Context: an optimization exercise on an open-source flow, tuned for small area. The choices shown serve that exercise and are no tape-out recipe. Only simulation tests tie the RTL to the original design; equivalence was not proved. Power is estimated from default activity; no workload was simulated.

==> flow/design.v <==
package thumb_isa_pkg;
	typedef logic [16-1:0] instr_t;                
	typedef logic [$clog2(8)-1:0] reg_idx_t;     
	typedef logic [32-1:0] imm_t;                  
	typedef enum logic [4:0] {
		CMD_MOV_I8,    
		CMD_ADD_REG,   
		CMD_SUB_REG,   
		CMD_ADD_I3,    
		CMD_SUB_I3,    
		CMD_ADD_I8,    
		CMD_SUB_I8,    
		CMD_LSL_I5,    
		CMD_LSR_I5,    
		CMD_ASR_I5,    
		CMD_AND,       
		CMD_EOR,       
		CMD_ORR,       
		CMD_MUL,       
		CMD_BIC,       
		CMD_MVN,       
		CMD_STR,       
		CMD_LDR,       
		CMD_STRB,      
		CMD_LDRB,      
		CMD_STRH,      
		CMD_LDRH,      
		CMD_UNDEF
	} cmd_e;
endpackage
package thumb_core_pkg;
	typedef logic [32-1:0] word_t;    
	typedef logic [32-1:0] addr_t;    
	typedef enum logic [3:0] {
		ALU_ADD,
		ALU_SUB,
		ALU_AND,
		ALU_EOR,
		ALU_ORR,
		ALU_BIC,
		ALU_MVN,
		ALU_MOV,
		ALU_LSL,
		ALU_LSR,
		ALU_ASR,
		ALU_MUL
	} alu_op_e;
	typedef enum logic [1:0] {
		SIZE_BYTE = 2'd0,
		SIZE_HALF = 2'd1,
		SIZE_WORD = 2'd2
	} mem_size_e;
	typedef enum logic {
		WB_ALU,
		WB_MEM
	} wb_sel_e;
	typedef enum logic [2:0] {
		ST_IDLE,
		ST_FETCH,
		ST_DECODE,
		ST_EXEC,
		ST_MEM,
		ST_WB
	} seq_state_e;
endpackage
`timescale 1ns/1ps
module thumb_core (
	input  logic        clk,
	input  logic        rst,
	output logic [31:0] prog_addr,
	input  logic [31:0] prog_data,
	output logic [31:0] mem_addr,
	output logic [31:0] mem_wdata,
	output logic [1:0]  mem_size,
	output logic        mem_we,
	input  logic [31:0] mem_rdata
);
	logic [4:0]  ph;
	logic        rot2;
	logic [31:1] pc;
	logic        c;
	logic        mb;
	logic [31:1] mar;
	logic        a31;
	logic [31:0] maddr;
	logic        st_cyc;
	logic [31:0] p;
	logic [31:0] r0, r1, r2, r3, r4, r5, r6, r7;
	logic [15:0] ins;
	assign ins = pc[1] ? prog_data[31:16] : prog_data[15:0];
	logic [4:0] op5;
	logic d_shift, d_as3, d_mov8, d_i8, d_sub8, d_dp, d_mem, d_load, d_store;
	logic dp_and, dp_eor, dp_orr, dp_mul, dp_bic, dp_mvn, dp_ok;
	logic tworot, we1, sub, inv, a_zero, use_imm;
	logic lg_and, lg_eor, lg_or;
	logic [1:0] msize;  
	logic [2:0] ra, rb, rd;
	assign op5     = ins[15:11];
	assign d_shift = (op5[4:2] == 3'b000) && (op5[1:0] != 2'b11);
	assign d_as3   = (op5 == 5'b00011);
	assign d_mov8  = (op5 == 5'b00100);
	assign d_sub8  = (op5 == 5'b00111);
	assign d_i8    = d_mov8 || (op5 == 5'b00110) || d_sub8;
	assign d_dp    = (ins[15:10] == 6'b010000);
	assign dp_and  = d_dp && (ins[9:6] == 4'b0000);
	assign dp_eor  = d_dp && (ins[9:6] == 4'b0001);
	assign dp_orr  = d_dp && (ins[9:6] == 4'b1100);
	assign dp_mul  = d_dp && (ins[9:6] == 4'b1101);
	assign dp_bic  = d_dp && (ins[9:6] == 4'b1110);
	assign dp_mvn  = d_dp && (ins[9:6] == 4'b1111);
	assign dp_ok   = dp_and || dp_eor || dp_orr || dp_bic || dp_mvn;
	assign d_mem   = (op5[4:2] == 3'b011) || (op5[4:1] == 4'b1000);
	assign d_load  = d_mem && ins[11];
	assign d_store = d_mem && !ins[11];
	assign msize   = ins[15] ? 2'd1 : (ins[12] ? 2'd0 : 2'd2);
	assign tworot  = d_shift || dp_mul || d_load;
	assign we1     = d_as3 || d_i8 || dp_ok;
	assign sub     = (d_as3 && ins[9]) || d_sub8;
	assign inv     = sub || dp_bic || dp_mvn;
	assign a_zero  = d_mov8 || dp_mvn;
	assign use_imm = (d_as3 && ins[10]) || d_i8 || d_mem;
	assign lg_and  = dp_and || dp_bic;
	assign lg_eor  = dp_eor;
	assign lg_or   = dp_orr || dp_mvn;
	assign ra = d_i8 ? ins[10:8] : (d_dp ? ins[2:0] : ins[5:3]);
	assign rb = d_as3 ? ins[8:6] : (d_mem ? ins[2:0] : ins[5:3]);
	assign rd = d_i8 ? ins[10:8] : ins[2:0];
	logic [7:0] bit0, bit1;
	assign bit0 = {r7[0], r6[0], r5[0], r4[0], r3[0], r2[0], r1[0], r0[0]};
	assign bit1 = {r7[1], r6[1], r5[1], r4[1], r3[1], r2[1], r1[1], r0[1]};
	logic a_bit, b_bit, b_next;
	assign a_bit  = bit0[ra];
	assign b_bit  = bit0[rb];
	assign b_next = bit1[rb];
	logic       imm_bit, low8, kok;
	logic [2:0] sc, kk;
	logic       imm5_bit;
	assign low8 = (ph[4:3] == 2'b00);
	assign sc   = d_mem ? {1'b0, ~msize[0] & ~ins[12], msize[0]} : 3'd0;
	assign kk   = ph[2:0] - sc;
	assign kok  = (ph[2:0] >= sc) && (kk < (d_as3 ? 3'd3 : 3'd5));
	always_comb begin
		case (kk)
			3'd0:    imm5_bit = ins[6];
			3'd1:    imm5_bit = ins[7];
			3'd2:    imm5_bit = ins[8];
			3'd3:    imm5_bit = ins[9];
			default: imm5_bit = ins[10];
		endcase
	end
	assign imm_bit = low8 && (d_i8 ? ins[ph[2:0]] : (kok && imm5_bit));
	logic aa, bb, cin, s_sum, s_cout, alu_out, arith;
	assign arith  = !(lg_and || lg_eor || lg_or);
	assign aa     = a_bit && !a_zero;
	assign bb     = (use_imm ? imm_bit : ((d_shift || dp_mul) ? 1'b0 : b_bit)) ^ inv;
	assign cin    = (ph == 5'd0) ? sub : c;
	assign s_sum  = aa ^ bb ^ cin;
	assign s_cout = (aa & bb) | (aa & cin) | (bb & cin);
	assign alu_out = lg_and ? s_cout : (lg_or ? (s_sum | s_cout) : s_sum);
	logic [31:0] padd, psum;
	logic [32:0] pc_ch;
	assign padd = mb ? maddr : 32'd0;
	always_comb begin
		pc_ch[0] = 1'b0;
		for (int i = 0; i < 32; i++) begin
			psum[i]    = p[i] ^ padd[i] ^ pc_ch[i];
			pc_ch[i+1] = (p[i] & padd[i]) | (p[i] & pc_ch[i]) | (padd[i] & pc_ch[i]);
		end
	end
	logic       lsl, shr;
	logic [4:0] lidx;
	logic       sh_bit, ld_bit, mul_bit, w2_bit;
	assign lsl = d_shift && (op5[1:0] == 2'b00);
	assign shr = d_shift && (op5[1:0] != 2'b00);
	always_comb begin
		case (msize)
			2'd0:    lidx = {ph[4:3] + maddr[1:0], ph[2:0]};
			2'd1:    lidx = {ph[4] ^ maddr[1], ph[3:0]};
			default: lidx = ph;
		endcase
	end
	assign sh_bit = p[ins[10:6]];
	assign ld_bit = mem_rdata[lidx] && ((msize == 2'd0) ? low8 :
	                                    (msize == 2'd1) ? !ph[4] : 1'b1);
	assign mul_bit = psum[0];
	assign w2_bit  = d_load ? ld_bit : (shr ? sh_bit : mul_bit);
	logic       we, wbit;
	assign we   = rot2 || we1;
	assign wbit = rot2 ? w2_bit : alu_out;
	logic [7:0] wsel;
	always_comb begin
		for (int i = 0; i < 8; i++) wsel[i] = we && (rd == 3'(i));
	end
	always_ff @(posedge clk) begin
		r0 <= {wsel[0] ? wbit : r0[0], r0[31:1]};
		r1 <= {wsel[1] ? wbit : r1[0], r1[31:1]};
		r2 <= {wsel[2] ? wbit : r2[0], r2[31:1]};
		r3 <= {wsel[3] ? wbit : r3[0], r3[31:1]};
		r4 <= {wsel[4] ? wbit : r4[0], r4[31:1]};
		r5 <= {wsel[5] ? wbit : r5[0], r5[31:1]};
		r6 <= {wsel[6] ? wbit : r6[0], r6[31:1]};
		r7 <= {wsel[7] ? wbit : r7[0], r7[31:1]};
	end
	logic last, rot2_next;
	logic [4:0] ph_inc;
	assign ph_inc = ph + 5'd1;
	assign last      = (ph == 5'd31) && (rot2 || !tworot);
	assign rot2_next = (ph == 5'd31) ? (!rot2 && tworot) : rot2;
	logic [31:1] pc_inc;
	logic [31:1] inc_c;
	always_comb begin
		inc_c[1] = last;
		for (int i = 1; i < 31; i++) inc_c[i+1] = inc_c[i] & pc[i];
		for (int i = 1; i < 32; i++) pc_inc[i] = pc[i] ^ inc_c[i];
	end
	always_ff @(posedge clk) begin
		if (rst) begin
			ph   <= 5'd0;
			rot2 <= 1'b0;
			pc   <= '0;
		end else begin
			ph   <= ph_inc;
			rot2 <= rot2_next;
			pc   <= pc_inc;
		end
	end
	always_ff @(posedge clk) begin
		c   <= s_cout && arith;
		mb  <= rot2_next && (dp_mul ? b_next : (lsl && (ph_inc == ins[10:6])));
		if (!rot2 && ph != 5'd31) mar <= {alu_out, mar[31:2]};
		if (st_cyc) a31 <= alu_out;
		p   <= {rot2 ? (op5[1] && shr && p[31]) : ((d_store || shr) && b_bit), psum[31:1]};
	end
	assign prog_addr = {pc, 1'b0};
	assign st_cyc    = !rot2 && (ph == 5'd31);
	assign maddr     = {a31, mar};
	assign mem_addr  = {st_cyc ? alu_out : a31, mar};
	assign mem_wdata = {b_bit, p[31:1]};
	assign mem_size  = msize;
	assign mem_we    = st_cyc && d_store;
endmodule
==> flow/config.mk <==
export PLATFORM = sky130hd
export DESIGN_NAME = thumb_core
export DESIGN_NICKNAME = thumb_core
export VERILOG_FILES = /design/flow/design.v
export SDC_FILE = /design/flow/constraint.sdc
export NUM_CORES = 4
export LEC_CHECK = 0
export CAP_MARGIN = 20
export CORE_MARGIN = 2
export CORE_UTILIZATION = 40
export CTS_BUF_LIST = sky130_fd_sc_hd__clkbuf_8
export CTS_CLUSTER_DIAMETER = 60
export CTS_CLUSTER_SIZE = 16
export SLEW_MARGIN = 20
==> flow/constraint.sdc <==
create_clock -name core_clock -period 12.0 [get_ports {clk}]
set_input_delay 2.4000 -clock core_clock [delete_from_list [all_inputs] [get_ports {clk}]]
set_output_delay 2.4000 -clock core_clock [all_outputs]
set_load 0.01 [all_outputs]
standard.sh (not shown) runs the stock make flow with config.mk's settings and CLKGATE_MAP_FILE= SYNTH_SCRIPT=/design/flow/synth_recipe.tcl, a recipe that flattens the netlist after the stock synthesis.
==> flow/flow/run.sh <==
#!/bin/bash
# Standard ORFS layout; only the port buffers use the smallest buffer cell.
set -euo pipefail
export BUFFER_PORTS_ARGS="-buffer_cell sky130_fd_sc_hd__buf_1"
bash standard.sh > standard_flow.log 2>&1
Change:
--- a/flow/design.v
+++ b/flow/design.v
@@ -75,18 +75,17 @@
 	output logic        mem_we,
 	input  logic [31:0] mem_rdata
 );
 	logic [4:0]  ph;
 	logic        rot2;
 	logic [31:1] pc;
+	logic        stp;
+	logic [1:0]  sz;
 	logic        c;
 	logic        mb;
-	logic [31:1] mar;
-	logic        a31;
-	logic [31:0] maddr;
-	logic        st_cyc;
+	logic [31:0] mar;
 	logic [31:0] p;
 	logic [31:0] r0, r1, r2, r3, r4, r5, r6, r7;
 	logic [15:0] ins;
 	assign ins = pc[1] ? prog_data[31:16] : prog_data[15:0];
 	logic [4:0] op5;
 	logic d_shift, d_as3, d_mov8, d_i8, d_sub8, d_dp, d_mem, d_load, d_store;
@@ -156,13 +155,13 @@
 	assign cin    = (ph == 5'd0) ? sub : c;
 	assign s_sum  = aa ^ bb ^ cin;
 	assign s_cout = (aa & bb) | (aa & cin) | (bb & cin);
 	assign alu_out = lg_and ? s_cout : (lg_or ? (s_sum | s_cout) : s_sum);
 	logic [31:0] padd, psum;
 	logic [32:0] pc_ch;
-	assign padd = mb ? maddr : 32'd0;
+	assign padd = mb ? mar : 32'd0;
 	always_comb begin
 		pc_ch[0] = 1'b0;
 		for (int i = 0; i < 32; i++) begin
 			psum[i]    = p[i] ^ padd[i] ^ pc_ch[i];
 			pc_ch[i+1] = (p[i] & padd[i]) | (p[i] & pc_ch[i]) | (padd[i] & pc_ch[i]);
 		end
@@ -171,14 +170,14 @@
 	logic [4:0] lidx;
 	logic       sh_bit, ld_bit, mul_bit, w2_bit;
 	assign lsl = d_shift && (op5[1:0] == 2'b00);
 	assign shr = d_shift && (op5[1:0] != 2'b00);
 	always_comb begin
 		case (msize)
-			2'd0:    lidx = {ph[4:3] + maddr[1:0], ph[2:0]};
-			2'd1:    lidx = {ph[4] ^ maddr[1], ph[3:0]};
+			2'd0:    lidx = {ph[4:3] + mar[1:0], ph[2:0]};
+			2'd1:    lidx = {ph[4] ^ mar[1], ph[3:0]};
 			default: lidx = ph;
 		endcase
 	end
 	assign sh_bit = p[ins[10:6]];
 	assign ld_bit = mem_rdata[lidx] && ((msize == 2'd0) ? low8 :
 	                                    (msize == 2'd1) ? !ph[4] : 1'b1);
@@ -215,27 +214,27 @@
 	end
 	always_ff @(posedge clk) begin
 		if (rst) begin
 			ph   <= 5'd0;
 			rot2 <= 1'b0;
 			pc   <= '0;
+			stp  <= 1'b0;
 		end else begin
 			ph   <= ph_inc;
 			rot2 <= rot2_next;
 			pc   <= pc_inc;
+			stp  <= (ph == 5'd31) && !rot2 && d_store;
 		end
 	end
 	always_ff @(posedge clk) begin
+		sz  <= msize;
 		c   <= s_cout && arith;
 		mb  <= rot2_next && (dp_mul ? b_next : (lsl && (ph_inc == ins[10:6])));
-		if (!rot2 && ph != 5'd31) mar <= {alu_out, mar[31:2]};
-		if (st_cyc) a31 <= alu_out;
+		mar <= rot2 ? mar : {alu_out, mar[31:1]};
 		p   <= {rot2 ? (op5[1] && shr && p[31]) : ((d_store || shr) && b_bit), psum[31:1]};
 	end
 	assign prog_addr = {pc, 1'b0};
-	assign st_cyc    = !rot2 && (ph == 5'd31);
-	assign maddr     = {a31, mar};
-	assign mem_addr  = {st_cyc ? alu_out : a31, mar};
-	assign mem_wdata = {b_bit, p[31:1]};
-	assign mem_size  = msize;
-	assign mem_we    = st_cyc && d_store;
+	assign mem_addr  = mar;
+	assign mem_wdata = p;
+	assign mem_size  = sz;
+	assign mem_we    = stp;
 endmodule
Effect: Non-clock buffer count climbs by 1; worst setup slack improves by 0.082 ns; power climbs slightly; design area climbs slightly; fmax grows slightly; register-to-register slack gains 0.08 ns; synthesized cell count rises slightly; cell count rises slightly; worst hold slack gets worse by 0.0072 ns; global-route usage went down by 0.82 points.

-- port drivers added, routing unchanged --
Ports are ideal in the flow. The routed layouts listed here were re-timed in OpenROAD.
Step 1 sets driving cells, clkbuf_16 on the clock port and buf_2 on the other inputs (assumed; they add their load-dependent delay and slew).
Step 2 also shifts input and output timing later by t, the mid clock arrival at the registers, as if the neighbouring blocks saw the same clock.
Slacks: no drivers / after step 1 / after step 2; pairs: no drivers / after step 1.
| run | t, ns | slack for setup (ns) | hold slack, ns | clock arrival spread, ns |
|---|---|---|---|---|
| the first run | 0.617 | 0.281 / 0.281 / 0.281 | 0.324 / 0.324 / 0.324 | 0.018 / 0.018 |
| the second run | 0.617 | 0.363 / 0.363 / 0.363 | 0.316 / 0.316 / 0.316 | 0.030 / 0.030 |
After both steps every run listed still meets setup and hold.
